Source: an optimization exercise on an open RTL-to-GDS flow (aim: small area). Production flows keep margins and buffers that such runs may drop. Function was checked by simulation only, so behaviour that the tests miss may differ from the original. Power and IR drop assume default switching activity.

==> design/flow/flow/run.sh <==
#!/bin/bash
# The standard layout with two changed knobs: smaller port buffers and a
# clock tree without dummy loads. Each tool's output goes to its own log.
set -euo pipefail
export BUFFER_PORTS_ARGS="-buffer_cell sky130_fd_sc_hd__buf_1"
export CTS_ARGS="-sink_clustering_enable -repair_clock_nets -sink_clustering_size 12 -sink_clustering_max_diameter 40 -buf_list sky130_fd_sc_hd__clkbuf_4 -dont_use_dummy_load"
bash standard.sh > standard_make.log 2>&1
==> design/flow/design.v <==
`timescale 1ns/10ps
module sme_top (
    input  logic       clk,
    input  logic       rst_n,
    input  logic [7:0] chardata,
    input  logic       isstring,
    input  logic       ispattern,
    output logic       out_valid,
    output logic       match,
    output logic [4:0] match_index
);
    localparam logic [7:0] CHR_START = 8'h5E;    
    localparam logic [7:0] CHR_END   = 8'h24;    
    localparam logic [7:0] CHR_ANY   = 8'h2E;    
    localparam logic [7:0] CHR_SPACE = 8'h20;
    localparam logic [1:0] ST_IDLE = 2'd0;
    localparam logic [1:0] ST_WAIT = 2'd1;
    localparam logic [1:0] ST_SCAN = 2'd2;
    localparam logic [1:0] ST_END  = 2'd3;
    logic isstring_d;
    logic ispattern_d;
    logic sstart;
    logic pstart;
    logic pend;
    always_ff @(posedge clk) begin
        isstring_d <= isstring;
    end
    always_ff @(posedge clk or negedge rst_n) begin
        if (!rst_n) ispattern_d <= 1'b0;
        else        ispattern_d <= ispattern;
    end
    assign sstart = isstring & ~isstring_d;
    assign pstart = ispattern & ~ispattern_d;
    assign pend   = ispattern_d & ~ispattern;
    logic [255:0] sring;     
    logic [4:0]   ph;        
    logic [4:0]   rem;       
    logic [7:0]   ch;
    always_ff @(posedge clk) begin
        sring <= {(isstring ? chardata : sring[7:0]), sring[255:8]};
        ph    <= sstart ? 5'd1 : ph + 5'd1;
        rem   <= isstring ? 5'd31 : rem - 5'd1;
    end
    assign ch = sring[7:0];
    logic [63:0] pring;      
    logic [2:0]  rotl;       
    logic [2:0]  rotf;       
    logic [7:0]  first;
    logic [7:0]  last;
    logic        anch;
    logic        lastdol;
    logic        caret_only; 
    logic [4:0]  dcnt;       
    logic        dinc;
    logic        result_now;
    logic        in_caret;
    logic        in_dol;
    logic [7:0]  in_elem;
    assign in_caret = (chardata == CHR_START);
    assign in_dol   = (chardata == CHR_END);
    assign in_elem  = (in_caret | in_dol) ? CHR_SPACE : chardata;
    always_ff @(posedge clk) begin
        pring <= {(ispattern ? in_elem : pring[7:0]), pring[63:8]};
        rotl  <= ispattern ? 3'd0 : rotl + 3'd1;
        rotf  <= pstart    ? 3'd0 : rotf + 3'd1;
        if (pstart)    anch       <= in_caret;
        if (ispattern) lastdol    <= in_dol;
        dcnt  <= pstart ? ph + 5'd1 : dcnt + {4'd0, dinc};
    end
    assign dinc = ispattern ? (rotf == 3'd0) & anch : ~result_now;
    assign caret_only = anch & (rotf == rotl);
    always_comb begin
        for (int i = 0; i < 8; i++) begin
            first[i] = (rotf == 3'(7 - i));
            last[i]  = (rotl == 3'(7 - i));
        end
    end
    logic       ph0;
    logic [7:0] rst_q;       
    logic [7:0] r_next;
    logic       full;
    logic       end_hit;
    assign ph0 = (ph == 5'd0);
    always_comb begin
        for (int i = 0; i < 8; i++) begin
            logic [7:0] e;
            logic       m;
            logic       chain;
            e         = pring[8*i +: 8];
            m         = (e == CHR_ANY) || (e == ch);
            chain     = ph0 ? (first[(i + 7) % 8] & anch) : rst_q[i];
            r_next[i] = (first[i] | chain) & m;
        end
    end
    always_ff @(posedge clk) begin
        rst_q <= r_next;
    end
    assign full    = |(last & r_next);
    assign end_hit = lastdol & (|(last & (first | rst_q)));
    logic [1:0] state;
    logic       go;
    logic       scanning;
    logic       hit;
    logic       lastc;
    logic       result_hit;
    assign go       = (state == ST_WAIT) || (state == ST_IDLE && pend);
    assign scanning = (state == ST_SCAN) || (go && ph0);
    assign hit      = full | caret_only;
    assign lastc    = (rem == 5'd0);
    assign result_now = (scanning && hit) || (state == ST_END);
    assign result_hit = scanning ? hit : end_hit;
    always_ff @(posedge clk or negedge rst_n) begin
        if (!rst_n) begin
            state <= ST_IDLE;
        end else if (scanning) begin
            state <= hit ? ST_IDLE : (lastc ? ST_END : ST_SCAN);
        end else if (go) begin
            state <= ST_WAIT;
        end else begin
            state <= ST_IDLE;
        end
    end
    always_ff @(posedge clk or negedge rst_n) begin
        if (!rst_n) begin
            out_valid <= 1'b0;
            match     <= 1'b0;
        end else begin
            out_valid <= result_now;
            match     <= result_now & result_hit;
        end
    end
    assign match_index = dcnt & {5{match}};
endmodule
==> design/flow/standard.sh <==
#!/bin/bash
# synth_recipe.tcl (not shown) runs the flow's synth.tcl, then flattens the netlist and writes it again
# the make line also repeats each setting of config.mk as NAME=value (left out here)
make -C /OpenROAD-flow-scripts/flow DESIGN_CONFIG=/design/flow/config.mk WORK_HOME=/design/flow/orfs CLKGATE_MAP_FILE= SYNTH_SCRIPT=/design/flow/synth_recipe.tcl "${@:-finish}"
==> design/flow/constraint.sdc <==
create_clock -name core_clock -period 8.0 [get_ports {clk}]
set_input_delay 1.6000 -clock core_clock [delete_from_list [all_inputs] [get_ports {clk}]]
set_output_delay 1.6000 -clock core_clock [all_outputs]
set_load 0.01 [all_outputs]
==> design/flow/config.mk <==
export PLATFORM = sky130hd
export DESIGN_NAME = sme_top
export DESIGN_NICKNAME = sme_top
export VERILOG_FILES = /design/flow/design.v
export SDC_FILE = /design/flow/constraint.sdc
export NUM_CORES = 4
export LEC_CHECK = 0
export ABC_AREA = 0
export CAP_MARGIN = 20
export CORE_MARGIN = 2
export CORE_UTILIZATION = 70
export CTS_BUF_LIST = sky130_fd_sc_hd__clkbuf_8
export CTS_CLUSTER_DIAMETER = 50
export CTS_CLUSTER_SIZE = 20
export SLEW_MARGIN = 20
==> summary.md, run 1 <==
| Metric | Value |
|---|---|
| Setup crit start kind | `input pin` |
| CP max FO | `20` |
| CP cell instances | `buf_1 > inv_1 > a21oi_1 > o21bai_1 > nor2_1 > a21oi_1 > o31ai_1 > ha_1 > ha_1 > nand3_1 > xnor2_1 > nand2_1 > o21ai_0` |
| Core area | `13200 um2` |
| Most used DFF post-synth | `dfxtp_1` |
| Clk pwr share | `23.4%` |
| Sum Neg Setup Slack | `0 ps` |
| Max-slew headroom | `39.4%` |
| H-tree level count | `2` |
| Post-synth EDFFs | `2` |
| Overall routing resource usage | `21.7%` |
| Initial antenna violation count | `0` |
| P_leak | `0.00396 uW` |
| Critical Path AT | `3910 ps` |
| Minimum clock period | `3400 ps` |
| Setup Viol. Count Final | `0` |
| Area Overhead vs Synth | `5.23%` |
| Antenna Violating Nets Remaining | `0` |
| Row count | `42` |
| Seq pwr share | `68.6%` |
| Vias | `4642` |
| Tightest Hold Check Type | `register to register` |
| Clk slew on worst S/H paths | `120 ps` |
| Reg2reg path depth | `13` |
| Die width | `120 um` |
| Grt ovf | `0` |
| Placed cell count | `847` |
| FFs w/ async S/R, synth | `1.40%` |
| Reg-to-Reg Start | `rotf[2]$_SDFF_PP0_` |
| Fin. max-slew vios | `0` |
| Post-CTS Hold Fix Bufs | `0` |
| Initial core utilization | `71.5%` |
| R2r endpoint | `dcnt[4]$_DFF_P_` |
| Clock latency at the later pin of the worst-skew pair | `630 ps` |
| Crit path kind | `input pin to register` |
| 1st-pass router iterations | `4` |
| Internal | `2260 uW` |
| Die footprint | `14400 um2` |
| Combinational Power Share | `8.0%` |
| R2r setup slk | `4660 ps` |
| Register bit total from synthesis | `357` |
| CTS-repair resized insts | `0` |
| Post-synth top area share | `74.3%` |
| Synth top cells by count | `dfxtp_1, xnor2_1, nand2_1` |
| Non-filler cells, final | `884` |
| Largest net degree at the start of global routing | `21` |
| Synth top area cells | `dfxtp_1, xnor2_1, ha_1, xor2_1, dfrtp_1` |
| Sequential share of the synthesized area | `76.3%` |
| Placer Congestion | `0.898` |
| Max incr delay on CP | `580 ps` |
| Post-synth cell types | `51` |
| Port bufs | `18` |
| Syn_nets | `698` |
| Post-Place Cell Area | `9640 um2` |
| Final Instance Area | `9920 um2` |
| Drt total wl | `14800 um` |
| Syn Area/Cell | `14.1 um2` |
| Vias in the first global route | `4727` |
| Worst Tran Pin Value | `886 ps` |
| CP startpoint | `ispattern` |
| CP required | `8500 ps` |
| HPWL after detailed placement | `9860 um` |
| Crit path capture | `dcnt[4]$_DFF_P_` |
| Peak VDD IR | `0.000197 V` |
| CTS tree | `yes` |
| Buffer count from post-CTS setup fixing | `0` |
| N_diodes | `0` |
| Slowest cell on the critical path | `buf_1` |
| P_sw | `708 uW` |
| Io pins | `19` |
| Mapped cell area | `9430 um2` |
| # clock sinks | `357` |
| DRT iter0 DRCs | `200` |
| Fmax | `0.294 GHz` |
| Wire length on met3 | `590 um` |
| Final worst path period share | `42.6%` |
| Metal-1 WL | `7030 um` |
| Clk buf depth | `3` |
| DIE HEIGHT | `120 um` |
| First-pass GRT wire length | `24200 um` |
| Largest area contributor in the netlist | `dfxtp_1` |
| Mean routed wirelength per cell | `16.7 um` |
| PD cells | `300 nW/um2` |
| Layout cells sized above 1 | `8.33%` |
| Clk Tree Root Cell | `clkbuf_4` |
| Most numerous cell in the Yosys netlist | `dfxtp_1` |
| Status | `no timing/DRC/antenna violations` |
| Sw Share | `23.8%` |
| Cells after Synth | `669` |
| Final nets | `739` |
| Detail Route met2 WL | `6840 um` |
| Via density | `5.25` |
| Num CTS Buffers | `37` |
| RSZ-0062 raised after global routing | `no` |
| Final count of hold timing violations | `0` |
| # DRC | `0` |
| Top sig layer | `met4` |
| Max-cap violations | `0` |
| Synth Warn # | `1` |
| CP endpoint kind | `register` |
| Worst Skew | `62.5 ps` |
-- critical path, delay by kind of cell --
kind | cells | cell delay [ps]
buffers and inverters | 2 | 830
AOI/OAI and AO/OA | 5 | 650
adders and majority gates | 2 | 420
and+or+nand+nor | 3 | 270
xor gates and xnor gates | 1 | 130
-- flip-flops by register name, indices dropped and copies added, names as in the netlist, 2 cells and up --
signal	count
pring	64
rem	5
rotl	3
rotf	3
ph	5
rst_q	8
dcnt	5
sring	256
state	2
-- placed cells by master, fill, tap and decap left out, drive strengths merged, types with 7 or more instances in the layout --
cell	n
dfxtp	350
xnor2	55
clkbuf	37
nand2	24
xor2	19
buf	18
ha	17
inv	16
nor2	16
nand4	14
and2	13
o21ai	12
mux2	10
a21oi	9
nand2b	9
nand4b	8
or4b	7
-- per-stage QoR --
stage / hold WS (ps) / util (%) / worst slack [ps] / total power [uW]
2_1_floorplan: 310 / - / 4710 / 2230
3_3_place_gp: 310 / 73.0 / 4120 / 2290
3_5_place_dp: 312 / 73.1 / 3990 / 2310
4_1_cts: 282 / 75.2 / 4660 / 3000
5_1_grt: 281 / 75.2 / 4340 / 3110
6_report: 283 / 75.2 / 4600 / 2970
-- kinds of logic (layout without fill, tap and decap cells) --
| family | Yosys count | count (layout) | synth area share [%] |
|---|---|---|---|
| buffers and inverters | 32 | 71 | 1.47 |
| DFF | 357 | 357 | 76.3 |
| xor gates and xnor gates | 74 | 74 | 6.88 |
| adders and majority gates | 17 | 17 | 2.26 |
| AOI/OAI and AO/OA | 55 | 55 | 4.18 |
| muxes | 10 | 10 | 1.19 |
| and+or+nand+nor | 124 | 124 | 7.71 |
-- routing by layer --
layer	up-vias	global-route usage [%]
met5	-	0
met4	0	8.60
met3	30	4.33
met2	99	34.2
met1	2223	29.9
li1	2290	-
-- cell type report --
class                      instances  area (um2)
tap                              176         220
sequential                       357        7190
clock buffer                      37         278
fill                             825        3270
multi-input combinational        280        2100
timing repair buffer              18        67.6
inverter                          16        60.1
-- power by group through the flow --
stage	sequential (uW)	clock [uW]	combinational, uW
after floorplan	2030	0	202
after CTS	2040	720	237
after global placement	2070	0	222
final	2040	696	237
after global routing	2060	785	265
after detailed placement	2080	0	236
-- how the worst min path moves through the flow --
stage	slack, ps	end	from	depth (start not counted)
after floorplan	310	sring[0]$_DFF_P_	sring[8]$_DFF_P_	0
after global routing	280	sring[236]$_DFF_P_	sring[244]$_DFF_P_	0
after global placement	310	sring[159]$_DFF_P_	sring[167]$_DFF_P_	0
final	280	sring[236]$_DFF_P_	sring[244]$_DFF_P_	0
after detailed placement	310	sring[17]$_DFF_P_	sring[25]$_DFF_P_	0
after CTS	280	sring[236]$_DFF_P_	sring[244]$_DFF_P_	0
==> run 2, diff against run 1 <==
==> design/flow/run.sh (new file) <==
#!/bin/bash
# synth_recipe.tcl (not shown) runs the flow's synth.tcl, then flattens the netlist and writes it again
# the make line also repeats each setting of config.mk as NAME=value (left out here)
make -C /OpenROAD-flow-scripts/flow DESIGN_CONFIG=/design/flow/config.mk WORK_HOME=/design/flow/orfs CLKGATE_MAP_FILE= SYNTH_SCRIPT=/design/flow/synth_recipe.tcl finish
removed: design/flow/flow/run.sh
removed: design/flow/standard.sh
==> run 2 against run 1 <==
  * Highest routed layer unchanged
  * Flip-flop and latch count stayed put
  * First-iteration DRC count grew 16%
  * Final cell count decreased by 0.68%
  * Critical path depth stayed put
  * Routed wire length is 0.62% higher
  * Non-clock buffer count is the same
==> summary.md, run 2 <==
| Metric | Value |
|---|---|
| CP cell instances | `clkdlybuf4s50_1 > inv_1 > a21oi_1 > o21bai_1 > nor2_1 > a21oi_1 > o31ai_1 > ha_1 > ha_1 > nand3_1 > xnor2_1 > nand2_1 > o21ai_0 (was buf_1 > inv_1 > a21oi_1 > o21bai_1 > nor2_1 > a21oi_1 > o31ai_1 > ha_1 > ha_1 > nand3_1 > xnor2_1 > nand2_1 > o21ai_0)` |
| CP required | `8420 ps (was 8500 ps)` |
| Sum Neg Setup Slack | `0 ps (unchanged)` |
| Register bit total from synthesis | `357 (unchanged)` |
| Synth top cells by count | `dfxtp_1, xnor2_1, nand2_1 (unchanged)` |
| Minimum clock period | `3780 ps (was 3400 ps)` |
| Port bufs | `18 (unchanged)` |
| 1st-pass router iterations | `4 (unchanged)` |
| HPWL after detailed placement | `9850 um (was 9860 um)` |
| Final nets | `725 (was 739)` |
| Max-slew headroom | `31.4% (was 39.4%)` |
| DIE HEIGHT | `120 um (unchanged)` |
| Clk slew on worst S/H paths | `110 ps (was 120 ps)` |
| Overall routing resource usage | `21.6% (was 21.7%)` |
| Initial antenna violation count | `0 (unchanged)` |
| Peak VDD IR | `0.000233 V (was 0.000197 V)` |
| Sequential share of the synthesized area | `76.3% (unchanged)` |
| Slowest cell on the critical path | `clkdlybuf4s50_1 (was buf_1)` |
| Buffers & Inverters on Critical Path | `2 (unchanged)` |
| Final worst path period share | `47.3% (was 42.6%)` |
| Initial core utilization | `71.5% (unchanged)` |
| H-tree level count | `1 (was 2)` |
| Largest net degree at the start of global routing | `21 (unchanged)` |
| FFs w/ async S/R, synth | `1.40% (unchanged)` |
| Max-cap violations | `0 (unchanged)` |
| Hold Worst Slack | `332 ps (was 283 ps)` |
| Antenna Violating Nets Remaining | `0 (unchanged)` |
| First-pass GRT wire length | `24200 um (about the same)` |
| Grt ovf | `0 (unchanged)` |
| Synth top area cells | `dfxtp_1, xnor2_1, ha_1, xor2_1, dfrtp_1 (unchanged)` |
| Setup crit start kind | `input pin (unchanged)` |
| Final Instance Area | `10200 um2 (was 9920 um2)` |
| Core area | `13200 um2 (unchanged)` |
| Setup Viol. Count Final | `0 (unchanged)` |
| Non-filler cells, final | `878 (was 884)` |
| Max incr delay on CP | `890 ps (was 580 ps)` |
| Mean routed wirelength per cell | `16.9 um (was 16.7 um)` |
| RSZ-0062 raised after global routing | `no (unchanged)` |
| Via density | `5.26 (was 5.25)` |
| Top reg by flops | `sring (unchanged)` |
| Final setup margin | `4220 ps (was 4600 ps)` |
| Regs by FF count | `sring: 256 flops, pring: 64 flops, rst_q: 8 flops (unchanged)` |
| Placer Congestion | `0.905 (was 0.898)` |
| Max FFs per register | `256 (unchanged)` |
| Syn_nets | `698 (unchanged)` |
| Mapped cell area | `9430 um2 (unchanged)` |
| Syn Area/Cell | `14.1 um2 (unchanged)` |
| Post-synth EDFFs | `2 (unchanged)` |
| Layout cells sized above 1 | `7.41% (was 8.33%)` |
| Worst Skew | `16.2 ps (was 62.5 ps)` |
| Io pins | `19 (unchanged)` |
| Post-Place Cell Area | `9750 um2 (was 9640 um2)` |
| N_diodes | `0 (unchanged)` |
| DP Worst Slack | `3640 ps (was 3990 ps)` |
| CP max FO | `20 (unchanged)` |
| Worst Tran Pin Value | `1000 ps (was 886 ps)` |
| Row count | `42 (unchanged)` |
| Crit path kind | `input pin to register (unchanged)` |
| Vias | `4620 (was 4642)` |
| Most used DFF post-synth | `dfxtp_1 (unchanged)` |
| Clock latency at the later pin of the worst-skew pair | `540 ps (was 630 ps)` |
| Placed cell count | `847 (unchanged)` |
| Clk Tree Root Cell | `clkbuf_8 (was clkbuf_4)` |
| Most numerous cell in the Yosys netlist | `dfxtp_1 (unchanged)` |
| Vias in the first global route | `4746 (was 4727)` |
| Num CTS Buffers | `23 (was 37)` |
| Status | `no timing/DRC/antenna violations (unchanged)` |
| DRT iter0 DRCs | `231 (was 200)` |
| P_leak | `0.00405 uW (was 0.00396 uW)` |
| Post-CTS Hold Fix Bufs | `0 (unchanged)` |
| Drt total wl | `14900 um (was 14800 um)` |
| Final count of hold timing violations | `0 (unchanged)` |
| CP delay by family, top | `buffers and inverters (unchanged)` |
| Commonest non-fill, non-tap cell in the layout | `dfxtp_1 (unchanged)` |
| # DRC | `0 (unchanged)` |
| # clock sinks | `357 (unchanged)` |
| Die width | `120 um (unchanged)` |
| Synth Warn # | `1 (unchanged)` |
| Clk buf depth | `3 (unchanged)` |
| Die footprint | `14400 um2 (unchanged)` |
| R2r setup slk | `4660 ps (about the same)` |
| Largest area contributor in the netlist | `dfxtp_1 (unchanged)` |
| Fmax | `0.264 GHz (was 0.294 GHz)` |
| Post-synth top area share | `74.3% (unchanged)` |
| Post-synth cell types | `51 (unchanged)` |
| Cells after Synth | `669 (unchanged)` |
| CTS-repair resized insts | `0 (unchanged)` |
| Commonest non-fill, non-tap cells in the layout | `dfxtp_1, xnor2_1, nand2_1, clkbuf_8, xor2_1 (was dfxtp_1, xnor2_1, clkbuf_4)` |
| Fin. max-slew vios | `0 (unchanged)` |
| Critical Path AT | `4200 ps (was 3910 ps)` |
| Tightest Hold Check Type | `register to register (unchanged)` |
| Area Overhead vs Synth | `7.90% (was 5.23%)` |
| Fill count | `781 (was 825)` |
| CTS tree | `yes (unchanged)` |
| Buffer count from post-CTS setup fixing | `0 (unchanged)` |
| CP endpoint kind | `register (unchanged)` |
| PD cells | `307 nW/um2 (was 300 nW/um2)` |
-- run 2: cell counts after synthesis --
Identical to the previous run, type by type.
-- run 2: path summary, 6_finish.rpt --
kind | startpoint | endpoint | cells after the start
min reg2reg | sring[182]$_DFF_P_ | sring[174]$_DFF_P_ | 0
max reg2reg | rotf[2]$_SDFF_PP0_ | dcnt[4]$_DFF_P_ | 13
min | sring[182]$_DFF_P_ | sring[174]$_DFF_P_ | 0
min in group asynchronous | rst_n | match$_DFF_PN0_ | 1
max in group asynchronous | rst_n | state[1]$_DFF_PN0_ | 1
max | ispattern | dcnt[4]$_DFF_P_ | 13
-- run 2: per-layer routing --
metal / part of all wire [%] / global-route usage (%) / vias to the layer above / routed length [um]
li1: - / - / 2263 / -
met1: 46 / 29.1 / 2216 / 6840
met2: 47 / 34.6 / 114 / 6930
met3: 5.0 / 4.85 / 27 / 736
met4: 2.4 / 7.50 / 0 / 358
met5: 0 / 0 / - / 0
-- run 2: stage by stage --
stage	utilization, %	total power, uW
2_1_floorplan	-	2230
3_3_place_gp	73.9	2300
3_5_place_dp	73.9	2320
4_1_cts	77.1	3140
5_1_grt	77.1	3250
6_report	77.1	3120
-- run 2: area by class of cell --
class / instances / area [um2] / share of cell area [%]
inverter: 16 / 60.1 / 0.591
clock inverter: 7 / 86.3 / 0.849
sequential: 357 / 7190 / 70.7
tap: 176 / 220 / 2.17
multi-input combinational: 280 / 2100 / 20.7
clock buffer: 24 / 330 / 3.25
timing repair buffer: 18 / 180 / 1.77
-- run 2: cell families (layout without fill, tap and decap cells) --
family                   Yosys count  in the layout  share of synthesized area (%)
flip-flops                       357            357                           76.3
AND/OR/NAND/NOR                  124            124                           7.71
XOR/XNOR                          74             74                           6.88
AO/OA/AOI/OAI                     55             55                           4.18
buffers and inverters             32             65                           1.47
adder cells (fa/ha/maj)           17             17                           2.26
multiplexers                      10             10                           1.19
-- run 2: power by group --
group / total (uW) / internal, uW / switching [uW]
clock network: 833 / 319 / 513
logic: 246 / 124 / 122
registers: 2040 / 1930 / 107
==> run 3, diff against run 2 <==
--- a/design/flow/design.v
+++ b/design/flow/design.v
@@ -40,5 +40,5 @@
         sring <= {(isstring ? chardata : sring[7:0]), sring[255:8]};
         ph    <= sstart ? 5'd1 : ph + 5'd1;
-        rem   <= isstring ? 5'd31 : rem - 5'd1;
+        rem   <= isstring ? 5'd1 : {rem[3:0], rem[4] ^ rem[2] ^ (rem[3:0] == 4'd0)};
     end
     assign ch = sring[7:0];
@@ -62,6 +62,6 @@
     always_ff @(posedge clk) begin
         pring <= {(ispattern ? in_elem : pring[7:0]), pring[63:8]};
-        rotl  <= ispattern ? 3'd0 : rotl + 3'd1;
-        rotf  <= pstart    ? 3'd0 : rotf + 3'd1;
+        rotl  <= ispattern ? 3'd0 : rot_step(rotl);
+        rotf  <= pstart    ? 3'd0 : rot_step(rotf);
         if (pstart)    anch       <= in_caret;
         if (ispattern) lastdol    <= in_dol;
@@ -70,8 +70,12 @@
     assign dinc = ispattern ? (rotf == 3'd0) & anch : ~result_now;
     assign caret_only = anch & (rotf == rotl);
+    function automatic logic [2:0] rot_step(input logic [2:0] r);
+        rot_step = {r[1:0], r[2] ^ r[0] ^ (r[1:0] == 2'd0)};
+    endfunction
+    localparam logic [23:0] ROT_SEQ = {3'd4, 3'd2, 3'd5, 3'd6, 3'd7, 3'd3, 3'd1, 3'd0};
     always_comb begin
         for (int i = 0; i < 8; i++) begin
-            first[i] = (rotf == 3'(7 - i));
-            last[i]  = (rotl == 3'(7 - i));
+            first[i] = (rotf == ROT_SEQ[3*(7 - i) +: 3]);
+            last[i]  = (rotl == ROT_SEQ[3*(7 - i) +: 3]);
         end
     end
==> design/flow/flow/run.sh (new file) <==
#!/bin/bash
# The standard layout (standard.sh) with three changed knobs:
#  - abc maps the logic with an area-oriented script (flow/area.abc); the
#    rest of the standard synthesis, and so every register, is unchanged
#  - the port buffers are buf_1
#  - the clock tree uses clkbuf_4 and no dummy loads
# Each tool's full output stays in its log under orfs/logs; make's output
# goes to standard_make.log.
set -euo pipefail
HERE=$(pwd)

orig_synth=$(grep -o 'SYNTH_SCRIPT=[^ ]*' standard.sh | head -1 | cut -d= -f2-)
orig_synth=${orig_synth//\'/}
cat > "$HERE/flow_synth.tcl" <<EOT
proc abc {args} {
  set i [lsearch -exact \$args -script]
  if {\$i >= 0} { set args [lreplace \$args \$i [expr {\$i + 1}]] }
  yosys abc -script $HERE/flow/area.abc {*}\$args
}
source $orig_synth
EOT
sed "s#SYNTH_SCRIPT=[^ ]*#SYNTH_SCRIPT=$HERE/flow_synth.tcl#" standard.sh > standard_area.sh

export BUFFER_PORTS_ARGS="-buffer_cell sky130_fd_sc_hd__buf_1"
export CTS_ARGS="-sink_clustering_enable -repair_clock_nets -sink_clustering_size 10 -sink_clustering_max_diameter 60 -buf_list sky130_fd_sc_hd__clkbuf_4 -dont_use_dummy_load"
bash standard_area.sh > standard_make.log 2>&1
==> design/flow/flow/area.abc (new file) <==
&get -n
&st
&dch
&nf -R 1000
&put
==> design/flow/standard.sh (new file) <==
#!/bin/bash
# synth_recipe.tcl (not shown) runs the flow's synth.tcl, then flattens the netlist and writes it again
# the make line also repeats each setting of config.mk as NAME=value (left out here)
make -C /OpenROAD-flow-scripts/flow DESIGN_CONFIG=/design/flow/config.mk WORK_HOME=/design/flow/orfs CLKGATE_MAP_FILE= SYNTH_SCRIPT=/design/flow/synth_recipe.tcl "${@:-finish}"
--- a/design/flow/config.mk
+++ b/design/flow/config.mk
@@ -10,6 +10,3 @@
 export CORE_MARGIN = 2
 export CORE_UTILIZATION = 70
-export CTS_BUF_LIST = sky130_fd_sc_hd__clkbuf_8
-export CTS_CLUSTER_DIAMETER = 50
-export CTS_CLUSTER_SIZE = 20
 export SLEW_MARGIN = 20
removed: design/flow/run.sh
==> run 3 against run 2 <==
  * Hold slack got worse by 20 ps
  * Still clean on timing, DRC and antenna
  * Non-clock buffer count did not move
  * Via count fell by 3.0%
  * Critical endpoint unchanged
==> summary.md, run 3 <==
| Metric | Value |
|---|---|
| Syn Area/Cell | `14.3 um2 (was 14.1 um2)` |
| Reg2reg path depth | `19 (was 13)` |
| Antenna Violating Nets Remaining | `0 (unchanged)` |
| Most numerous cell in the Yosys netlist | `dfxtp_1 (unchanged)` |
| Critical Path AT | `4290 ps (was 4200 ps)` |
| Post-Place Cell Area | `9340 um2 (was 9750 um2)` |
| H-tree level count | `2 (was 1)` |
| Regs by FF count | `sring: 256 flops, pring: 64 flops, rst_q: 8 flops (unchanged)` |
| Fill count | `820 (was 781)` |
| CP endpoint kind | `register (unchanged)` |
| FFs w/ async S/R, synth | `1.40% (unchanged)` |
| # clock sinks | `357 (unchanged)` |
| Largest area contributor in the netlist | `dfxtp_1 (unchanged)` |
| Crit path kind | `input pin to register (unchanged)` |
| Post-Route Utilization | `76.5% (was 77.1%)` |
| Top reg by flops | `sring (unchanged)` |
| Commonest non-fill, non-tap cells in the layout | `dfxtp_1, xor2_1, clkbuf_4 (was dfxtp_1, xnor2_1, nand2_1, clkbuf_8, xor2_1)` |
| Max-cap violations | `0 (unchanged)` |
| Buffer count from post-CTS setup fixing | `0 (unchanged)` |
| Initial core utilization | `71.8% (was 71.5%)` |
| Row count | `41 (was 42)` |
| Area Overhead vs Synth | `6.52% (was 7.90%)` |
| Tightest Hold Check Type | `register to register (unchanged)` |
| P_leak | `0.00396 uW (was 0.00405 uW)` |
| Clk buf depth | `3 (unchanged)` |
| PD cells | `303 nW/um2 (was 307 nW/um2)` |
| DIE HEIGHT | `118 um (was 120 um)` |
| Minimum clock period | `3820 ps (was 3780 ps)` |
| Register bit total from synthesis | `357 (unchanged)` |
| Sum Neg Setup Slack | `0 ps (unchanged)` |
| Final count of hold timing violations | `0 (unchanged)` |
| RSZ-0062 raised after global routing | `no (unchanged)` |
| Fmax | `0.262 GHz (was 0.264 GHz)` |
| Post-CTS Hold Fix Bufs | `0 (unchanged)` |
| Most used DFF post-synth | `dfxtp_1 (unchanged)` |
| Clk Tree Root Cell | `clkbuf_4 (was clkbuf_8)` |
| Overall routing resource usage | `20.8% (was 21.6%)` |
| Synth top area cells | `dfxtp_1, xor2_1, dfrtp_1, nor2_1, mux2_1 (was dfxtp_1, xnor2_1, ha_1, xor2_1, dfrtp_1)` |
| Final Instance Area | `9650 um2 (was 10200 um2)` |
| Via density | `5.19 (was 5.26)` |
| Vias | `4480 (was 4620)` |
| Cells after Synth | `633 (was 669)` |
| Crit path capture | `dcnt[4]$_DFF_P_ (unchanged)` |
| Placer Congestion | `0.890 (was 0.905)` |
| Post-synth cell types | `33 (was 51)` |
| Sequential share of the synthesized area | `79.4% (was 76.3%)` |
| Status | `no timing/DRC/antenna violations (unchanged)` |
| # DRC | `0 (unchanged)` |
| Reg-to-Reg Start | `ph[0]$_SDFF_PP1_ (was rotf[2]$_SDFF_PP0_)` |
| 1st-pass router iterations | `5 (was 4)` |
| Syn_nets | `649 (was 698)` |
| Final nets | `710 (was 725)` |
| Io pins | `19 (unchanged)` |
| First-pass GRT wire length | `23000 um (was 24200 um)` |
| Worst Tran Pin Value | `705 ps (was 1000 ps)` |
| Layout cells sized above 1 | `5.92% (was 7.41%)` |
| CTS-repair resized insts | `0 (unchanged)` |
| Fin. max-slew vios | `0 (unchanged)` |
| Core area | `12600 um2 (was 13200 um2)` |
| CTS tree | `yes (unchanged)` |
| Max FFs per register | `256 (unchanged)` |
| Mean routed wirelength per cell | `15.4 um (was 16.9 um)` |
| Num CTS Buffers | `41 (was 23)` |
| Mapped cell area | `9060 um2 (was 9430 um2)` |
| Synth Warn # | `1 (unchanged)` |
| DRT iter0 DRCs | `351 (was 231)` |
| Commonest non-fill, non-tap cell in the layout | `dfxtp_1 (unchanged)` |
| CP required | `8470 ps (was 8420 ps)` |
| Port bufs | `18 (unchanged)` |
| Setup Viol. Count Final | `0 (unchanged)` |
| Die width | `118 um (was 120 um)` |
| Worst Skew | `51.3 ps (was 16.2 ps)` |
| Initial antenna violation count | `0 (unchanged)` |
| Final worst path period share | `47.8% (was 47.3%)` |
| DP Worst Slack | `3620 ps (was 3640 ps)` |
| R2r setup slk | `4280 ps (was 4660 ps)` |
| Die footprint | `13900 um2 (was 14400 um2)` |
| Final setup margin | `4180 ps (was 4220 ps)` |
| CP startpoint | `ispattern (unchanged)` |
| HPWL after detailed placement | `8800 um (was 9850 um)` |
| Grt ovf | `0 (unchanged)` |
| Post-synth EDFFs | `2 (unchanged)` |
| CP max FO | `16 (was 20)` |
| R2r endpoint | `dcnt[4]$_DFF_P_ (unchanged)` |
| Vias in the first global route | `4684 (was 4746)` |
| Largest net degree at the start of global routing | `17 (was 21)` |
| Setup crit start kind | `input pin (unchanged)` |
| Drt total wl | `13300 um (was 14900 um)` |
| Max-slew headroom | `52.9% (was 31.4%)` |
| N_diodes | `0 (unchanged)` |
| Peak VDD IR | `0.000223 V (was 0.000233 V)` |
| Synth top cells by count | `dfxtp_1, xor2_1, nor2_1 (was dfxtp_1, xnor2_1, nand2_1)` |
| Post-synth top area share | `77.3% (was 74.3%)` |
| Clk slew on worst S/H paths | `110 ps (about the same)` |
| Clock latency at the later pin of the worst-skew pair | `630 ps (was 540 ps)` |
[run 3: layout make-up]
cell class / instances / area, um2 / area share, %
repair buffers: 18 / 67.6 / 0.700
clock buffers: 41 / 308 / 3.19
multi-input cells: 267 / 1840 / 19.0
well taps: 172 / 215 / 2.23
flip-flops and latches: 357 / 7190 / 74.5
inverters: 9 / 33.8 / 0.350
[run 3: routing by layer]
layer,up-vias,track usage [%],share of wire [%]
li1,2241,-,-
met5,-,0,0
met3,20,4.80,5.3
met1,2102,29.0,47
met2,117,32.0,46
met4,0,8.28,1.9
[run 3: worst min-delay path by stage]
stage | from | end | slack, ps | cells past startpoint
after floorplan | sring[8]$_DFF_P_ | sring[0]$_DFF_P_ | 310 | 0
after global placement | sring[126]$_DFF_P_ | sring[118]$_DFF_P_ | 310 | 0
after detailed placement | sring[194]$_DFF_P_ | sring[186]$_DFF_P_ | 310 | 0
after CTS | sring[213]$_DFF_P_ | sring[205]$_DFF_P_ | 300 | 0
after global routing | sring[124]$_DFF_P_ | sring[116]$_DFF_P_ | 320 | 0
final | sring[124]$_DFF_P_ | sring[116]$_DFF_P_ | 310 | 0
[run 3: kinds of logic after synthesis]
family / share of synthesized area (%)
flops: 79.4
simple gates: 7.95
xor+xnor: 7.06
compound gates: 3.33
mux: 1.37
buf+inv: 0.373
fa+ha+maj: 0.552
[run 3: through the flow]
step / hold WS (ps) / total power (uW) / std cells
3_5_place_dp: 312 / 2250 / 823
2_1_floorplan: 310 / 2180 / 633
6_report: 312 / 2920 / 864
3_3_place_gp: 311 / 2230 / 823
5_1_grt: 318 / 3080 / 864
4_1_cts: 303 / 2960 / 864
[run 3: worst max-delay path, stage by stage]
cell,delay [ps]
buf_1,510
clkinv_1,390
a21oi_1,270
nor2_1,90
nor2_1,150
nor2_1,70
a21oi_1,170
clkinv_1,110
o21ai_0,180
ha_1,210
ha_1,180
nand3_1,100
xnor2_1,130
nand2_1,60
o21ai_0,80
[run 3: where the power goes]
group          internal [uW]  switching, uW  total [uW]
Clock                    238            472         710
Combinational           84.0           94.5         178
Sequential              1930            102        2040
Total                   2260            668        2920
==> run 4, diff against run 3 <==
--- a/design/flow/flow/run.sh
+++ b/design/flow/flow/run.sh
@@ -23,4 +23,4 @@
 
 export BUFFER_PORTS_ARGS="-buffer_cell sky130_fd_sc_hd__buf_1"
-export CTS_ARGS="-sink_clustering_enable -repair_clock_nets -sink_clustering_size 10 -sink_clustering_max_diameter 60 -buf_list sky130_fd_sc_hd__clkbuf_4 -dont_use_dummy_load"
+export CTS_ARGS="-sink_clustering_enable -repair_clock_nets -sink_clustering_size 16 -sink_clustering_max_diameter 40 -buf_list {sky130_fd_sc_hd__clkbuf_4 sky130_fd_sc_hd__clkbuf_8} -dont_use_dummy_load"
 bash standard_area.sh > standard_make.log 2>&1
==> run 4 against run 3 <==
  * Still clean
  * Register-to-register slack is essentially flat
  * Maximum frequency shrank 2.1%
  * Global-route usage is essentially flat
  * Routed wire length grew 0.47%
  * Sequential power is essentially flat
  * Synthesized cell count is the same
  * Synthesized area is the same
  * Worst setup slack lost 84 ps
==> summary.md, run 4 <==
| Metric | Value |
|---|---|
| Status | `no timing/DRC/antenna violations (unchanged)` |
| CP max FO | `16 (unchanged)` |
| Commonest non-fill, non-tap cells in the layout | `dfxtp_1, xor2_1, clkbuf_8 (was dfxtp_1, xor2_1, clkbuf_4)` |
| Placed cell count | `823 (unchanged)` |
| Synth top cells by count | `dfxtp_1, xor2_1, nor2_1 (unchanged)` |
| Clk slew on worst S/H paths | `80 ps (was 110 ps)` |
| Most used DFF post-synth | `dfxtp_1 (unchanged)` |
| Mapped cell area | `9060 um2 (unchanged)` |
| DRT iter0 DRCs | `410 (was 351)` |
| Io pins | `19 (unchanged)` |
| Syn Area/Cell | `14.3 um2 (unchanged)` |
| Max incr delay on CP | `490 ps (was 510 ps)` |
| CP required | `8360 ps (was 8470 ps)` |
| Minimum clock period | `3910 ps (was 3820 ps)` |
| Post-synth cell types | `33 (unchanged)` |
| Antenna Violating Nets Remaining | `0 (unchanged)` |
| Setup crit start kind | `input pin (unchanged)` |
| Placer Congestion | `0.890 (unchanged)` |
| Mean routed wirelength per cell | `15.6 um (was 15.4 um)` |
| Largest net degree at the start of global routing | `17 (unchanged)` |
| Vias in the first global route | `4609 (was 4684)` |
| Regs by FF count | `sring: 256 flops, pring: 64 flops, rst_q: 8 flops (unchanged)` |
| Most used cell, CP | `nor2_1 (unchanged)` |
| Num CTS Buffers | `34 (was 41)` |
| Combinational Power Share | `5.8% (was 6.1%)` |
| Register bit total from synthesis | `357 (unchanged)` |
| Slowest cell on the critical path | `buf_1 (unchanged)` |
| Final worst path period share | `48.8% (was 47.8%)` |
| Sequential share of the synthesized area | `79.4% (unchanged)` |
| Largest area contributor in the netlist | `dfxtp_1 (unchanged)` |
| Multi-input logic area | `1840 um2 (unchanged)` |
| Peak VDD IR | `0.000231 V (was 0.000223 V)` |
| HPWL after detailed placement | `8800 um (unchanged)` |
| Most numerous cell in the Yosys netlist | `dfxtp_1 (unchanged)` |
| Grt ovf | `0 (unchanged)` |
| Fin. max-slew vios | `0 (unchanged)` |
| First-pass GRT wire length | `22900 um (was 23000 um)` |
| Synth Warn # | `1 (unchanged)` |
| P_leak | `0.00401 uW (was 0.00396 uW)` |
| Core area | `12600 um2 (unchanged)` |
| Max-cap violations | `0 (unchanged)` |
| Initial core utilization | `71.8% (unchanged)` |
| Syn_nets | `649 (unchanged)` |
| Top reg by flops | `sring (unchanged)` |
| Via density | `5.22 (was 5.19)` |
| Initial antenna violation count | `0 (unchanged)` |
| Cells after Synth | `633 (unchanged)` |
| Non-filler cells, final | `857 (was 864)` |
| RSZ-0062 raised after global routing | `no (unchanged)` |
| Clk Tree Root Cell | `clkbuf_8 (was clkbuf_4)` |
| Worst Tran Pin Value | `711 ps (was 705 ps)` |
| Clock latency at the later pin of the worst-skew pair | `510 ps (was 630 ps)` |
| Seq pwr share | `65.9% (was 69.6%)` |
| Sum Neg Setup Slack | `0 ps (unchanged)` |
| Clk pwr share | `28.3% (was 24.3%)` |
| N_diodes | `0 (unchanged)` |
| Tightest Hold Check Type | `register to register (unchanged)` |
| Critical Path AT | `4270 ps (was 4290 ps)` |
| # DRC | `0 (unchanged)` |
| H-tree level count | `2 (unchanged)` |
| Final nets | `703 (was 710)` |
| Die footprint | `13900 um2 (unchanged)` |
| Port bufs | `18 (unchanged)` |
| Overall Power | `3090 uW (was 2920 uW)` |
| Fill count | `776 (was 820)` |
| Worst Skew | `51.6 ps (was 51.3 ps)` |
| Synth top area cells | `dfxtp_1, xor2_1, dfrtp_1, nor2_1, mux2_1 (unchanged)` |
| Vias | `4470 (was 4480)` |
| Post-Route Utilization | `77.8% (was 76.5%)` |
| P_sw | `689 uW (was 668 uW)` |
| Drt total wl | `13400 um (was 13300 um)` |
| Area Overhead vs Synth | `8.29% (was 6.52%)` |
| Final count of hold timing violations | `0 (unchanged)` |
| CTS-repair resized insts | `0 (unchanged)` |
| Post-synth EDFFs | `2 (unchanged)` |
| 1st-pass router iterations | `5 (unchanged)` |
| Post-CTS Hold Fix Bufs | `0 (unchanged)` |
| Die width | `118 um (unchanged)` |
| FFs w/ async S/R, synth | `1.40% (unchanged)` |
| CP cell instances | `buf_1 > clkinv_1 > a21oi_1 > nor2_1 > nor2_1 > nor2_1 > a21oi_1 > clkinv_1 > o21ai_0 > ha_1 > ha_1 > nand3_1 > xnor2_1 > nand2_1 > o21ai_0 (unchanged)` |
| Commonest non-fill, non-tap cell in the layout | `dfxtp_1 (unchanged)` |
| Crit path kind | `input pin to register (unchanged)` |
| Clk buf depth | `3 (unchanged)` |
| PD cells | `315 nW/um2 (was 303 nW/um2)` |
| Post-Place Cell Area | `9340 um2 (unchanged)` |
| Register area | `7190 um2 (unchanged)` |
| Final Instance Area | `9810 um2 (was 9650 um2)` |
| Post-synth top area share | `77.3% (unchanged)` |
| Max-slew headroom | `52.6% (was 52.9%)` |
| Sw Share | `22.3% (was 22.9%)` |
| CP endpoint kind | `register (unchanged)` |
| Setup Viol. Count Final | `0 (unchanged)` |
| CTS tree | `yes (unchanged)` |
| Row count | `41 (unchanged)` |
| DIE HEIGHT | `118 um (unchanged)` |
| Layout cells sized above 1 | `4.96% (was 5.92%)` |
| Buffer count from post-CTS setup fixing | `0 (unchanged)` |
| Overall routing resource usage | `20.8% (about the same)` |
| Fmax | `0.256 GHz (was 0.262 GHz)` |
| Internal | `2400 uW (was 2260 uW)` |
| # clock sinks | `357 (unchanged)` |
| Max FFs per register | `256 (unchanged)` |
## run 4: changes by cell type in the layout (fill, tap and decap cells not counted)
cell      before  now
clkbuf_4      41    0
clkbuf_8       0   34
## run 4: worst paths after layout
kind                                         start             endpoint  slack (ps)  cells after the start
worst max-delay path                     ispattern      dcnt[4]$_DFF_P_        4090                     15
worst min-delay path            sring[213]$_DFF_P_   sring[205]$_DFF_P_         280                      0
worst max register to register    ph[0]$_SDFF_PP1_      dcnt[4]$_DFF_P_        4280                     19
worst min register to register  sring[213]$_DFF_P_   sring[205]$_DFF_P_         280                      0
max in group asynchronous                    rst_n   state[1]$_DFF_PN0_        6830                      1
min in group asynchronous                    rst_n  out_valid$_DFF_PN0_         950                      1
## run 4: power by group through the flow
| stage | registers (uW) | clock network, uW | logic [uW] |
|---|---|---|---|
| after global routing | 2060 | 970 | 207 |
| after detailed placement | 2080 | 0 | 178 |
| after global placement | 2070 | 0 | 167 |
| after floorplan | 2040 | 0 | 134 |
| final | 2040 | 874 | 178 |
| after CTS | 2040 | 899 | 180 |
## run 4: worst max-delay path: cells and delay by family
kind	cells	cell delay, ps
buf+inv	3	980
compound gates	4	700
xor+xnor	1	130
fa+ha+maj	2	390
simple gates	5	450
## run 4: layer usage
metal / routed length, um / up-vias / GRT usage, %
li1: - / 2215 / -
met1: 6050 / 2082 / 28.9
met2: 6030 / 140 / 32.3
met3: 948 / 33 / 4.60
met4: 331 / 0 / 7.98
met5: 0 / - / 0
## run 4: kinds of logic (layout without fill, tap and decap cells)
logic type	count (synthesis)	count (layout)	share of synthesized area [%]
xor gates and xnor gates	73	73	7.06
adders and majority gates	4	4	0.552
muxes	11	11	1.37
AOI/OAI and AO/OA	48	48	3.33
buffers and inverters	9	61	0.373
and+or+nand+nor	131	131	7.95
DFF	357	357	79.4
## run 4: cell type report
cell class	count	area share, %
Sequential cell	357	73.3
Multi-Input combinational cell	267	18.7
Clock buffer	34	4.77
Tap cell	172	2.19
Timing Repair Buffer	18	0.689
Inverter	9	0.344
## run 4: per-stage QoR
step | hold slack (ps) | setup WS (ps)
finish | 281 | 4090
global route | 290 | 3720
CTS | 282 | 4130
detailed placement | 312 | 3620
global placement | 311 | 3740
floorplan | 310 | 4640
==> run 5, diff against run 4 <==
--- a/design/flow/flow/run.sh
+++ b/design/flow/flow/run.sh
@@ -23,4 +23,4 @@
 
 export BUFFER_PORTS_ARGS="-buffer_cell sky130_fd_sc_hd__buf_1"
-export CTS_ARGS="-sink_clustering_enable -repair_clock_nets -sink_clustering_size 16 -sink_clustering_max_diameter 40 -buf_list {sky130_fd_sc_hd__clkbuf_4 sky130_fd_sc_hd__clkbuf_8} -dont_use_dummy_load"
+export CTS_ARGS="-sink_clustering_enable -repair_clock_nets -sink_clustering_size 12 -sink_clustering_max_diameter 40 -buf_list sky130_fd_sc_hd__clkbuf_4 -dont_use_dummy_load"
 bash standard_area.sh > standard_make.log 2>&1
==> run 5 against run 4 <==
  * Hold slack gained 15 ps
  * Count of clock-buffer cells in the layout rose by 4
  * Power decreased by 5.9%
  * Synthesized cell count unchanged
  * Register-to-register slack about the same
  * Routed wire length is 0.17% higher
  * Clock skew shrank 11 ps
  * Final cell count increased by 0.47%
  * Sequential share of layout area increased by 1.4 points
  * Critical endpoint unchanged
  * Largest cell class unchanged
  * Highest routed layer unchanged
==> summary.md, run 5 <==
| Metric | Value |
|---|---|
| Status | `no timing/DRC/antenna violations (unchanged)` |
| Max-cap violations | `0 (unchanged)` |
| Tightest Hold Check Type | `register to register (unchanged)` |
| Setup Viol. Count Final | `0 (unchanged)` |
| Final Instance Area | `9630 um2 (was 9810 um2)` |
| Post-synth cell types | `33 (unchanged)` |
| Setup crit start kind | `input pin (unchanged)` |
| # DRC | `0 (unchanged)` |
| HPWL after detailed placement | `8800 um (unchanged)` |
| Commonest non-fill, non-tap cell in the layout | `dfxtp_1 (unchanged)` |
| # clock sinks | `357 (unchanged)` |
| Register bit total from synthesis | `357 (unchanged)` |
| Reg-to-Reg Start | `ph[0]$_SDFF_PP1_ (unchanged)` |
| Post-CTS Hold Fix Bufs | `0 (unchanged)` |
| Buffer count from post-CTS setup fixing | `0 (unchanged)` |
| Hold path cells | `0 (unchanged)` |
| Grt ovf | `0 (unchanged)` |
| Final count of hold timing violations | `0 (unchanged)` |
| Drt total wl | `13400 um (about the same)` |
| Regs by FF count | `sring: 256 flops, pring: 64 flops, rst_q: 8 flops (unchanged)` |
| Most numerous cell in the Yosys netlist | `dfxtp_1 (unchanged)` |
| Row count | `41 (unchanged)` |
| Synth Warn # | `1 (unchanged)` |
| Synth top area cells | `dfxtp_1, xor2_1, dfrtp_1, nor2_1, mux2_1 (unchanged)` |
| Overall routing resource usage | `21.1% (was 20.8%)` |
| Final worst path period share | `47.2% (was 48.8%)` |
| GRT met3 Usage | `5.14% (was 4.60%)` |
| Initial core utilization | `71.8% (unchanged)` |
| R2r endpoint | `dcnt[4]$_DFF_P_ (unchanged)` |
| Hold_sp | `sring[213]$_DFF_P_ (unchanged)` |
| Io pins | `19 (unchanged)` |
| Vias | `4441 (was 4470)` |
| Num CTS Buffers | `38 (was 34)` |
| Initial antenna violation count | `0 (unchanged)` |
| Largest area contributor in the netlist | `dfxtp_1 (unchanged)` |
| Clk slew on worst S/H paths | `110 ps (was 80 ps)` |
| P_leak | `0.00395 uW (was 0.00401 uW)` |
| Post-Route Utilization | `76.3% (was 77.8%)` |
| Post-synth top area share | `77.3% (unchanged)` |
| R2r setup slk | `4290 ps (was 4280 ps)` |
| H-tree level count | `2 (unchanged)` |
| Layout cells sized above 1 | `5.52% (was 4.96%)` |
| CP required | `8490 ps (was 8360 ps)` |
| Die footprint | `13900 um2 (unchanged)` |
| Placer Congestion | `0.890 (unchanged)` |
| Reg2reg path depth | `19 (unchanged)` |
| Core area | `12600 um2 (unchanged)` |
| Endpoint, Worst Hold | `sring[205]$_DFF_P_ (unchanged)` |
| Antenna Violating Nets Remaining | `0 (unchanged)` |
| Cells after Synth | `633 (unchanged)` |
| Post-synth EDFFs | `2 (unchanged)` |
| Sequential share of the synthesized area | `79.4% (unchanged)` |
| Syn_nets | `649 (unchanged)` |
| Met2 global-route usage | `32.3% (about the same)` |
| DIE HEIGHT | `118 um (unchanged)` |
| Area Overhead vs Synth | `6.27% (was 8.29%)` |
| Placed cell count | `823 (unchanged)` |
| Commonest non-fill, non-tap cells in the layout | `dfxtp_1, xor2_1, clkbuf_4 (was dfxtp_1, xor2_1, clkbuf_8)` |
| Met1 usage | `29.1% (was 28.9%)` |
| Die width | `118 um (unchanged)` |
| Largest net degree at the start of global routing | `17 (unchanged)` |
| Worst Skew | `40.9 ps (was 51.6 ps)` |
| Minimum clock period | `3780 ps (was 3910 ps)` |
| 1st-pass router iterations | `4 (was 5)` |
| Vias in the first global route | `4656 (was 4609)` |
| DRT iter0 DRCs | `371 (was 410)` |
| RSZ-0062 raised after global routing | `no (unchanged)` |
| Via density | `5.16 (was 5.22)` |
| Layer with the highest usage | `met2 (unchanged)` |
| Sw Share | `23.0% (was 22.3%)` |
| Fmax | `0.265 GHz (was 0.256 GHz)` |
| Sum Neg Setup Slack | `0 ps (unchanged)` |
| First-pass GRT wire length | `23200 um (was 22900 um)` |
| Overall Power | `2910 uW (was 3090 uW)` |
| PD cells | `302 nW/um2 (was 315 nW/um2)` |
| Syn Area/Cell | `14.3 um2 (unchanged)` |
| Mean routed wirelength per cell | `15.5 um (was 15.6 um)` |
| CTS tree | `yes (unchanged)` |
| P_sw | `668 uW (was 689 uW)` |
| Mapped cell area | `9060 um2 (unchanged)` |
| Most used DFF post-synth | `dfxtp_1 (unchanged)` |
| Seq pwr share | `70.0% (was 65.9%)` |
| Worst Tran Pin Value | `713 ps (was 711 ps)` |
| Max-slew headroom | `52.4% (was 52.6%)` |
| Clock latency at the later pin of the worst-skew pair | `610 ps (was 510 ps)` |
| Internal | `2240 uW (was 2400 uW)` |
| Port bufs | `18 (unchanged)` |
| CP max FO | `16 (unchanged)` |
| Non-filler cells, final | `861 (was 857)` |
| Fill count | `822 (was 776)` |
| Max FFs per register | `256 (unchanged)` |
| Peak VDD IR | `0.000232 V (was 0.000231 V)` |
| Clk pwr share | `23.8% (was 28.3%)` |
| Top reg by flops | `sring (unchanged)` |
| Synth top cells by count | `dfxtp_1, xor2_1, nor2_1 (unchanged)` |
| Clk Tree Root Cell | `clkbuf_4 (was clkbuf_8)` |
| Crit path kind | `input pin to register (unchanged)` |
| Critical Path AT | `4270 ps (about the same)` |
| N_diodes | `0 (unchanged)` |
| Combinational Power Share | `6.1% (was 5.8%)` |
| Clk buf depth | `3 (unchanged)` |
| Final nets | `707 (was 703)` |
| FFs w/ async S/R, synth | `1.40% (unchanged)` |
| Fin. max-slew vios | `0 (unchanged)` |
| CP endpoint kind | `register (unchanged)` |
| CTS-repair resized insts | `0 (unchanged)` |
| Post-Place Cell Area | `9340 um2 (unchanged)` |
## run 5: changes by cell type in the layout (fill, tap and decap cells not counted), sizes merged
cell    change
clkbuf      +4
## run 5: critical path: stages
cell      delay (ps)
buf_1            500
clkinv_1         390
a21oi_1          270
nor2_1            80
nor2_1           150
nor2_1            70
a21oi_1          180
clkinv_1         110
o21ai_0          170
ha_1             210
ha_1             180
nand3_1          100
xnor2_1          130
nand2_1           60
o21ai_0           80
## run 5: cell type report
cell class | instances | area, um2 | area share [%]
flip-flops and latches | 357 | 7190 | 74.7
multi-input cells | 267 | 1840 | 19.1
clock buffers | 38 | 285 | 2.96
well taps | 172 | 215 | 2.23
repair buffers | 18 | 67.6 | 0.702
inverters | 9 | 33.8 | 0.351
## run 5: power by group through the flow
stage,Sequential (uW),Clock [uW],Combinational (uW)
3_5_place_dp,2080,0,178
6_report,2040,693,178
4_1_cts,2040,725,179
3_3_place_gp,2070,0,167
5_1_grt,2060,797,206
2_1_floorplan,2040,0,134
## run 5: how the worst max path moves through the flow
stage	start	endpoint	slack [ps]	depth (start not counted)
finish	ispattern	dcnt[4]$_DFF_P_	4220	15
global route	ph[0]$_SDFF_PP1_	dcnt[4]$_DFF_P_	3780	19
CTS	ispattern	dcnt[4]$_DFF_P_	4300	15
detailed placement	ispattern	dcnt[4]$_DFF_P_	3620	15
global placement	ispattern	dcnt[4]$_DFF_P_	3740	15
floorplan	ispattern	dcnt[4]$_DFF_P_	4640	14
## run 5: through the flow
| stage | setup WS (ps) | hold WS (ps) |
|---|---|---|
| 4_1_cts | 4300 | 296 |
| 6_report | 4220 | 296 |
| 2_1_floorplan | 4640 | 310 |
| 3_5_place_dp | 3620 | 312 |
| 5_1_grt | 3780 | 310 |
| 3_3_place_gp | 3740 | 311 |
## run 5: logic make-up after synthesis
| family | after synthesis | synth area share, % |
|---|---|---|
| DFF | 357 | 79.4 |
| AOI/OAI and AO/OA | 48 | 3.33 |
| xor gates and xnor gates | 73 | 7.06 |
| muxes | 11 | 1.37 |
| buffers and inverters | 9 | 0.373 |
| and+or+nand+nor | 131 | 7.95 |
| adders and majority gates | 4 | 0.552 |
## run 5: metal layers
layer,wire length [um],share of wire [%]
met3,785,5.9
met1,6250,47
met5,0,0
met2,6060,45
met4,286,2.1
==> run 6, diff against run 5 <==
--- a/design/flow/design.v
+++ b/design/flow/design.v
@@ -51,6 +51,6 @@
     logic        lastdol;
     logic        caret_only; 
-    logic [4:0]  dcnt;       
-    logic        dinc;
+    logic [2:0]  lenm1;      
+    logic [4:0]  idx;
     logic        result_now;
     logic        in_caret;
@@ -62,20 +62,15 @@
     always_ff @(posedge clk) begin
         pring <= {(ispattern ? in_elem : pring[7:0]), pring[63:8]};
-        rotl  <= ispattern ? 3'd0 : rot_step(rotl);
-        rotf  <= pstart    ? 3'd0 : rot_step(rotf);
+        rotl  <= ispattern ? 3'd0 : rotl + 3'd1;
+        rotf  <= pstart    ? 3'd0 : rotf + 3'd1;
         if (pstart)    anch       <= in_caret;
         if (ispattern) lastdol    <= in_dol;
-        dcnt  <= pstart ? ph + 5'd1 : dcnt + {4'd0, dinc};
     end
-    assign dinc = ispattern ? (rotf == 3'd0) & anch : ~result_now;
-    assign caret_only = anch & (rotf == rotl);
-    function automatic logic [2:0] rot_step(input logic [2:0] r);
-        rot_step = {r[1:0], r[2] ^ r[0] ^ (r[1:0] == 2'd0)};
-    endfunction
-    localparam logic [23:0] ROT_SEQ = {3'd4, 3'd2, 3'd5, 3'd6, 3'd7, 3'd3, 3'd1, 3'd0};
+    assign lenm1      = rotf - rotl;
+    assign caret_only = anch & (lenm1 == 3'd0);
     always_comb begin
         for (int i = 0; i < 8; i++) begin
-            first[i] = (rotf == ROT_SEQ[3*(7 - i) +: 3]);
-            last[i]  = (rotl == ROT_SEQ[3*(7 - i) +: 3]);
+            first[i] = (rotf == 3'(7 - i));
+            last[i]  = (rotl == 3'(7 - i));
         end
     end
@@ -134,4 +129,5 @@
         end
     end
-    assign match_index = dcnt & {5{match}};
+    assign idx         = ph - {2'd0, lenm1} - 5'd1 + {4'd0, anch & (lenm1 != 3'd0)};
+    assign match_index = idx & {5{match}};
 endmodule
==> design/flow/flow/run.sh (replaced) <==
#!/bin/bash
# The standard layout (standard.sh) with three changed knobs:
#  - adders are left to abc rather than mapped to adder cells, and abc
#    maps the logic with an area-oriented script (flow/area.abc); the rest
#    of the standard synthesis, and so every register, is unchanged
#  - the port buffers are buf_1
#  - the clock tree uses clkbuf_4 and no dummy loads
# Each tool's full output stays in its log under orfs/logs; make's output
# goes to standard_make.log.
set -euo pipefail
HERE=$(pwd)

orig_synth=$(grep -o 'SYNTH_SCRIPT=[^ ]*' standard.sh | head -1 | cut -d= -f2-)
orig_synth=${orig_synth//\'/}
cat > "$HERE/flow_synth.tcl" <<EOT
proc extract_fa {args} { puts "extract_fa skipped: adders go to abc" }
proc abc {args} {
  set i [lsearch -exact \$args -script]
  if {\$i >= 0} { set args [lreplace \$args \$i [expr {\$i + 1}]] }
  yosys abc -script $HERE/flow/area.abc {*}\$args
}
source $orig_synth
EOT
sed "s#SYNTH_SCRIPT=[^ ]*#SYNTH_SCRIPT=$HERE/flow_synth.tcl#" standard.sh > standard_area.sh

export BUFFER_PORTS_ARGS="-buffer_cell sky130_fd_sc_hd__buf_1"
export CTS_ARGS="-sink_clustering_enable -repair_clock_nets -sink_clustering_size 13 -sink_clustering_max_diameter 40 -buf_list sky130_fd_sc_hd__clkbuf_4 -dont_use_dummy_load"
bash standard_area.sh > standard_make.log 2>&1
==> design/flow/flow/area.abc (replaced) <==
strash
&get -n
&fraig -x
&put
scorr
dc2
strash
&get -n
&deepsyn -T 10
&dch -f
&nf -R 1000 -p -F 10 -A 10 -C 32
&put
==> run 6 against run 5 <==
  * Count of clock-buffer cells in the layout down 4
  * Critical path type is now register to primary output
  * Synthesized cell count grew 0.79%
  * Worst setup slack worse by 1200 ps
  * Clock power down 4.9%
  * Still clean
  * Final cell count grew 0.23%
  * Largest cell class unchanged
  * Power decreased by 0.74%
  * Final area shrank 2.3%
  * Combinational power rose by 24%
  * Register-to-register slack improved by 700 ps
  * Flip-flop and latch count down 5
  * Maximum frequency down 24%
  * Synthesized area shrank 2.2%
==> summary.md, run 6 <==
| Metric | Value |
|---|---|
| DIE HEIGHT | `116 um (was 118 um)` |
| First-pass GRT wire length | `22200 um (was 23200 um)` |
| CTS-repair resized insts | `0 (unchanged)` |
| N_diodes | `0 (unchanged)` |
| 1st-pass router iterations | `5 (was 4)` |
| Final setup margin | `3010 ps (was 4220 ps)` |
| # DRC | `0 (unchanged)` |
| Setup crit start kind | `register (was input pin)` |
| Clk buf depth | `3 (unchanged)` |
| FFs w/ async S/R, synth | `1.42% (was 1.40%)` |
| Die footprint | `13600 um2 (was 13900 um2)` |
| Clk Tree Root Cell | `clkbuf_4 (unchanged)` |
| Post-CTS Hold Fix Bufs | `0 (unchanged)` |
| HPWL after detailed placement | `9220 um (was 8800 um)` |
| Reg2reg path depth | `9 (was 19)` |
| Fmax | `0.201 GHz (was 0.265 GHz)` |
| Via density | `5.39 (was 5.16)` |
| CP cell instances | `nor2b_1 > nand2_1 > o21ai_0 > xnor2_1 > nand3_1 > nand3_1 > a21boi_0 > nor2_1 > a21oi_1 > or2_0 > nand2_1 > nor2_1 > nor2_1 > nor2_1 > buf_1 (was buf_1 > clkinv_1 > a21oi_1 > nor2_1 > nor2_1 > nor2_1 > a21oi_1 > clkinv_1 > o21ai_0 > ha_1 > ha_1 > nand3_1 > xnor2_1 > nand2_1 > o21ai_0)` |
| Buffer count from post-CTS setup fixing | `0 (unchanged)` |
| Mean routed wirelength per cell | `16.0 um (was 15.5 um)` |
| P_leak | `0.00374 uW (was 0.00395 uW)` |
| Setup Viol. Count Final | `0 (unchanged)` |
| Cells after Synth | `638 (was 633)` |
| Drt total wl | `13800 um (was 13400 um)` |
| Register bit total from synthesis | `352 (was 357)` |
| R2r setup slk | `4990 ps (was 4290 ps)` |
| Overall routing resource usage | `21.5% (was 21.1%)` |
| Num CTS Buffers | `34 (was 38)` |
| Initial antenna violation count | `0 (unchanged)` |
| Max-cap violations | `0 (unchanged)` |
| Worst Skew | `57.6 ps (was 40.9 ps)` |
| Buffers & Inverters on Critical Path | `1 (was 3)` |
| Worst Tran Pin Value | `703 ps (was 713 ps)` |
| Synth top area cells | `dfxtp_1, xor2_1, xnor2_1, dfrtp_1, nor2_1 (was dfxtp_1, xor2_1, dfrtp_1, nor2_1, mux2_1)` |
| Commonest non-fill, non-tap cell in the layout | `dfxtp_1 (unchanged)` |
| Vias | `4655 (was 4441)` |
| Critical Path AT | `3390 ps (was 4270 ps)` |
| Final worst path period share | `62.3% (was 47.2%)` |
| Endpoint, Worst Hold | `sring[245]$_DFF_P_ (was sring[205]$_DFF_P_)` |
| Io pins | `19 (unchanged)` |
| Layout cells sized above 1 | `5.21% (was 5.52%)` |
| Antenna Violating Nets Remaining | `0 (unchanged)` |
| Mapped cell area | `8860 um2 (was 9060 um2)` |
| Initial core utilization | `71.1% (was 71.8%)` |
| Post-synth EDFFs | `2 (unchanged)` |
| Slowest cell on the critical path | `dfxtp_1 (was buf_1)` |
| Vias in the first global route | `4525 (was 4656)` |
| Sum Neg Setup Slack | `0 ps (unchanged)` |
| Synth top cells by count | `dfxtp_1, xor2_1, nor2_1 (unchanged)` |
| Placer Congestion | `0.929 (was 0.890)` |
| Syn Area/Cell | `13.9 um2 (was 14.3 um2)` |
| CP delay by family, top | `simple AND/OR/NAND/NOR gates (was buffers and inverters)` |
| Row count | `41 (unchanged)` |
| CP max FO | `10 (was 16)` |
| Regs by FF count | `sring: 256 flops, pring: 64 flops, rst_q: 8 flops (unchanged)` |
| Most used DFF post-synth | `dfxtp_1 (unchanged)` |
| R2r endpoint | `match$_DFF_PN0_ (was dcnt[4]$_DFF_P_)` |
| Fill count | `747 (was 822)` |
| CTS tree | `yes (unchanged)` |
| Largest net degree at the start of global routing | `25 (was 17)` |
| Final count of hold timing violations | `0 (unchanged)` |
| DP Worst Slack | `3660 ps (was 3620 ps)` |
| Grt ovf | `0 (unchanged)` |
| Minimum clock period | `4990 ps (was 3780 ps)` |
| Sequential share of the synthesized area | `80.1% (was 79.4%)` |
| Largest area contributor in the netlist | `dfxtp_1 (unchanged)` |
| Area Overhead vs Synth | `6.20% (was 6.27%)` |
| Most numerous cell in the Yosys netlist | `dfxtp_1 (unchanged)` |
| Hold path cells | `0 (unchanged)` |
| Final nets | `705 (was 707)` |
| Clk slew on worst S/H paths | `120 ps (was 110 ps)` |
| Max incr delay on CP | `530 ps (was 500 ps)` |
| Port bufs | `18 (unchanged)` |
| Max-slew headroom | `53.1% (was 52.4%)` |
| Commonest non-fill, non-tap cells in the layout | `dfxtp_1, xor2_1, clkbuf_4 (unchanged)` |
| CP endpoint kind | `primary output (was register)` |
| Die width | `116 um (was 118 um)` |
| Post-synth top area share | `78.0% (was 77.3%)` |
| Crit path kind | `register to primary output (was input pin to register)` |
| CP required | `6400 ps (was 8490 ps)` |
| # clock sinks | `352 (was 357)` |
| Hold_sp | `sring[253]$_DFF_P_ (was sring[213]$_DFF_P_)` |
| Most used cell, CP | `nor2_1 (unchanged)` |
| Core area | `12500 um2 (was 12600 um2)` |
| Fin. max-slew vios | `0 (unchanged)` |
| Syn_nets | `650 (was 649)` |
| Status | `no timing/DRC/antenna violations (unchanged)` |
| PD cells | `307 nW/um2 (was 302 nW/um2)` |
| Reg-to-Reg Start | `sring[4]$_DFF_P_ (was ph[0]$_SDFF_PP1_)` |
| Peak VDD IR | `0.000213 V (was 0.000232 V)` |
| Tightest Hold Check Type | `register to register (unchanged)` |
| Top reg by flops | `sring (unchanged)` |
| H-tree level count | `2 (unchanged)` |
| Clock latency at the later pin of the worst-skew pair | `620 ps (was 610 ps)` |
| Synth Warn # | `1 (unchanged)` |
| DRT iter0 DRCs | `327 (was 371)` |
| Max FFs per register | `256 (unchanged)` |
| Post-synth cell types | `37 (was 33)` |
| RSZ-0062 raised after global routing | `no (unchanged)` |
==> run 6: cell families (layout without fill, tap and decap cells) <==
logic type             Yosys count  count (layout)  synth area share (%)
XOR/XNOR                        51              51                  5.04
multiplexers                     2               2                 0.381
AO/OA/AOI/OAI                   83              83                  6.31
buffers and inverters           25              78                  1.06
AND/OR/NAND/NOR                125             125                  7.15
flip-flops                     352             352                  80.1
==> run 6: layout make-up <==
type	count	area, um2	area share, %
inverter	25	93.8	0.997
clock buffer	34	255	2.71
multi-input combinational	261	1670	17.8
tap	172	215	2.29
sequential	352	7090	75.4
timing repair buffer	19	78.8	0.838
==> run 6: metal layers <==
layer  track usage (%)  routed length (um)
met1              29.6                6300
met2              32.8                6190
met3              5.09                1020
met4              9.29                 340
met5                 0                   0
==> run 6: through the flow <==
stage	util, %	area (um2)	power (uW)	hold WS [ps]	std cells
CTS	75.4	9400	2910	266	862
detailed placement	73.3	9140	2260	312	828
global placement	73.3	9140	2250	310	828
finish	75.5	9410	2890	277	863
floorplan	-	8860	2180	310	638
global route	75.5	9410	3020	258	863
==> run 6: worst register-to-register path: stages (launching register included) <==
cell and delay [ps]:
dfxtp_1 580, clkinv_1 440, a221o_1 450, nor4_1 290
o21ai_0 250, a221oi_1 340, a21oi_1 90, o21ai_0 180
and2_0 210, nor2b_1 120
==> run 6: worst max path at each step <==
stage | startpoint | slack (ps) | depth (start not counted) | to
floorplan | rotl[0]$_SDFF_PP0_ | 4040 | 14 | match_index[4]
global placement | rotl[0]$_SDFF_PP0_ | 3800 | 15 | match_index[4]
detailed placement | rotl[0]$_SDFF_PP0_ | 3660 | 15 | match_index[4]
CTS | rotl[0]$_SDFF_PP0_ | 3010 | 15 | match_index[4]
global route | rotl[0]$_SDFF_PP0_ | 2680 | 15 | match_index[4]
finish | rotl[0]$_SDFF_PP0_ | 3010 | 15 | match_index[4]
==> run 6: where the power goes <==
group	leakage (uW)	internal [uW]	switching [uW]
clock	0.000156	199	460
combinational	0.000594	95.7	125
sequential	0.00299	1910	97.1
total	0.00374	2200	683

[re-timing with driven ports]
How much do the figures lean on ideal ports? The routed layouts below were timed once more, with nothing changed but the port constraints.
Step 1, drivers: a clkbuf_16 drives clk and a buf_2 each remaining input, both assumed.
Step 2 adds t to the input delays and takes it off the output delays; t is the mean of the earliest and latest rising clock arrival at the registers after step 1. Input paths then give back, and output paths get back, about the clock's delay inside the block.
Three values: no drivers, after step 1, after step 2; two values: the first two.
run | shift t [ns] | slack for setup (ns) | clock arrival spread, ns | worst register clock-pin slew, ns | worst slew at a driven data input, ns
run 1 | 0.639 | 4.596 / 4.596 / 3.957 | 0.068 / 0.067 | 0.12 / 0.12 | 0.03
run 2 | 0.569 | 4.215 / 4.221 / 3.652 | 0.019 / 0.018 | 0.11 / 0.11 | 0.04
run 3 | 0.635 | 4.179 / 4.180 / 3.544 | 0.058 / 0.057 | 0.11 / 0.11 | 0.04
run 4 | 0.524 | 4.095 / 4.098 / 3.575 | 0.053 / 0.053 | 0.09 / 0.09 | 0.04
run 5 | 0.634 | 4.221 / 4.221 / 3.587 | 0.051 / 0.052 | 0.12 / 0.12 | 0.04
run 6 | 0.626 | 3.013 / 2.975 / 3.601 | 0.058 / 0.058 | 0.12 / 0.12 | 0.04
After both steps setup and hold are still met in every run listed. The setup slack of run 1, which loses most, moves by 0.000 ns with the drivers and by -0.639 ns with both steps.
